This design comes from an exercise in tuning for small area, a short achievable clock period and few clock cycles per item on the open sky130 flow, not from production work. Where RTL was checked, it was by simulation tests only, not by an equivalence proof against the original. Power figures rest on the tool's default switching activity, not on a simulated workload.

==> flow/design.v (excerpt) <==
module axil_fetch #(
	parameter int K = 3
) (
	input  logic S_AXI_ACLK,
	input  logic fifo_reset,
	input  logic i_new_pc,
	input  fetch_pkg::addr_t i_pc,
	input  logic i_ready,
	output fetch_pkg::insn_t o_insn,
	output fetch_pkg::addr_t o_pc,
	output logic o_valid,
	output logic o_illegal,
	output logic M_AXI_ARVALID,
	input  logic M_AXI_ARREADY,
	output fetch_pkg::addr_t M_AXI_ARADDR,
	input  logic M_AXI_RVALID,
	output logic M_AXI_RREADY,
	input  fetch_pkg::bus_word_t M_AXI_RDATA,
	input  logic [1:0] M_AXI_RRESP
);
make LEC_CHECK=0 CAP_MARGIN=20 CORE_MARGIN=2 CORE_UTILIZATION=40 CTS_CLUSTER_DIAMETER=60 CTS_CLUSTER_SIZE=30 SETUP_SLACK_MARGIN=2.0 SLEW_MARGIN=20 finish   # period 4.0 ns
run.sh (not shown) runs the stock make flow with config.mk's settings and CLKGATE_MAP_FILE= SYNTH_SCRIPT=/design/flow/synth_recipe.tcl, a recipe that flattens the netlist after the stock synthesis.
The starting point passed the timing, DRC and antenna checks.
Testbench counts at the start, summed over its fixed seeds: cycles 70,312, insns 52,201.
==> next run, changes <==
==> flow/flow/run.sh (new file) <==
#!/bin/bash
set -euo pipefail
bash standard.sh "BUFFER_PORTS_ARGS=-buffer_cell sky130_fd_sc_hd__buf_1" finish > standard_flow.log 2>&1
==> flow/standard.sh (new file) <==
#!/bin/bash
# synth_recipe.tcl (not shown) runs the flow's synth.tcl, then flattens the netlist and writes it again
# the make line also repeats each setting of config.mk as NAME=value (left out here)
make -C /OpenROAD-flow-scripts/flow DESIGN_CONFIG=/design/flow/config.mk WORK_HOME=/design/flow/orfs CLKGATE_MAP_FILE= SYNTH_SCRIPT=/design/flow/synth_recipe.tcl "${@:-finish}"
- CTS_CLUSTER_DIAMETER: 60 -> default
- CTS_CLUSTER_SIZE: 30 -> default
removed: flow/run.sh
After rerunning: Worst setup slack improves by 0.085 ns. Area after synthesis does not change. Total power stays flat. Wire length shrinks by 6.1%. Utilization shrinks by 3.3 points. Sequential cell count is unchanged. Synthesized cell count stays the same. Hold slack improves by 0.014 ns.
==> next run, changes <==
==> flow/run.sh (new file) <==
#!/bin/bash
# synth_recipe.tcl (not shown) runs the flow's synth.tcl, then flattens the netlist and writes it again
# the make line also repeats each setting of config.mk as NAME=value (left out here)
make -C /OpenROAD-flow-scripts/flow DESIGN_CONFIG=/design/flow/config.mk WORK_HOME=/design/flow/orfs CLKGATE_MAP_FILE= SYNTH_SCRIPT=/design/flow/synth_recipe.tcl finish
removed: flow/flow/run.sh
removed: flow/standard.sh
Flip-flop and latch count is unchanged.
Die area stays the same.
Wire length went up by 5.8%.
Clock power went down by about 1%.
First-iteration DRC count went down by about 3.5%.
==> next run, changes <==
- SETUP_SLACK_MARGIN: 2.0 -> 2.3
After rerunning: The changed run produced a clean layout. Non-clock buffer count went up by 52. Global-route usage increases by 1.6 points. First-iteration DRC count goes up slightly. Sequential share of layout area decreases by 4.1 points. Cell area grows by roughly a tenth. Wire length grows by a little under a tenth. Sequential power stays flat. Synthesized area does not change.

* * *

axil_fetch, a different RTL version from the one above (not shown whole).
For scale: ~1100 cells after synthesis, about 310 flip-flops, roughly 200 I/O pins.
## axil_fetch
module axil_fetch #(
	parameter int K = 3
) (
	input  logic S_AXI_ACLK,
	input  logic fifo_reset,
	input  logic i_new_pc,
	input  fetch_pkg::addr_t i_pc,
	input  logic i_ready,
	output fetch_pkg::insn_t o_insn,
	output fetch_pkg::addr_t o_pc,
	output logic o_valid,
	output logic o_illegal,
	output logic M_AXI_ARVALID,
	input  logic M_AXI_ARREADY,
	output fetch_pkg::addr_t M_AXI_ARADDR,
	input  logic M_AXI_RVALID,
	output logic M_AXI_RREADY,
	input  fetch_pkg::bus_word_t M_AXI_RDATA,
	input  logic [1:0] M_AXI_RRESP
);
	localparam int PW = (K > 1) ? $clog2(K) : 1;
	localparam int CW = $clog2(K + 1);
	logic active;
	logic [31:3] rq_addr;
	logic stale_hold;
	logic arv_ok, arv_spec;
	logic [3:0] inflight, inflight_n;
	logic [3:0] drop, drop_n;
	logic drop_zero;
	logic [CW-1:0] used, used_n;
	logic [63:0] buf_data [K];
	logic buf_err [K];
	logic [PW-1:0] wr_ptr, rd_ptr, wr_ptr_n, rd_ptr_n;
	logic [CW-1:0] fcount, fcount_n;
	logic [K-1:0] wsel;
	logic acc, acc_live, ar_held;
	logic keep, fempty, nl;
	logic take, load, avail, free, pop, push;
	logic o_valid_n, o_illegal_n, pc2_n, spec_n;
	logic [63:0] src;
	logic src_err;
	logic [31:0] lane;
	assign M_AXI_RREADY = 1'b1;
	assign M_AXI_ARADDR = { rq_addr, 3'b000 };
	assign fempty = (fcount == 0);
	assign nl = o_pc[2] ^ o_valid;
	assign take = o_valid && i_ready && !o_illegal;
	assign load = !o_valid || take;
	assign keep = M_AXI_RVALID && drop_zero;
	assign avail = !fempty || keep;
	assign free = load && avail && nl;
	assign pop = free && !fempty;
	assign push = keep && !(fempty && load && nl);
	always_comb
	begin
		if (fempty)
		begin
			src = M_AXI_RDATA;
  ...
clock: 4.0 ns
lec_check: 0
cap_margin: 20
core_margin: 2
core_utilization: 40
setup_slack_margin: 2.0
slew_margin: 20
Stock flow here: none of the scripts above is used.
Edit:
Settings changed: SETUP_SLACK_MARGIN 2.0 to 1.8.
=> The new run produced a clean layout; routed wire length came out lower by a few percent; die area is unchanged; clock skew hardly moves; total power decreases by a few percent; critical path depth grows by 1; final cell count went down by a few percent; first-iteration DRC count drops slightly; cell area came out lower by a few percent.
No functional check of the RTL was part of any run of this note.

## what the ideal ports hide
No port has a modelled driver above. Below, the same layouts with a new extraction and two added sets of constraints. Step 1, drivers: a clkbuf_16 drives S_AXI_ACLK and a buf_2 each remaining input, both assumed. Step 2 times the ports against the registers' clock, not the clock port: input delays grow and output delays shrink by t, the midpoint of the rising clock arrivals with the driver on. a / b / c = ideal ports / drivers / drivers and shift; a / b = the first two.
run | shift t [ns] | setup WS [ns] | worst hold slack (ns)
the first run of note 1 | 0.602 | 1.817 / 1.786 / 1.244 | 0.475 / 0.475 / 0.475
the second run of note 1 | 0.572 | 1.902 / 1.898 / 1.342 | 0.489 / 0.489 / 0.489
the third run of note 1 | 0.558 | 1.801 / 1.798 / 1.255 | 0.470 / 0.470 / 0.470
the fourth run of note 1 | 0.581 | 1.870 / 1.834 / 1.252 | 0.479 / 0.479 / 0.479
the first run of note 2 | 0.564 | 1.678 / 1.673 / 1.109 | 0.518 / 0.518 / 0.518
the second run of note 2 | 0.564 | 1.596 / 1.596 / 1.070 | 0.512 / 0.512 / 0.512
After both steps setup and hold are still met in every run listed. The setup slack of the fourth run of note 1, which loses most, moves by -0.036 ns with the drivers and by -0.618 ns with both steps.
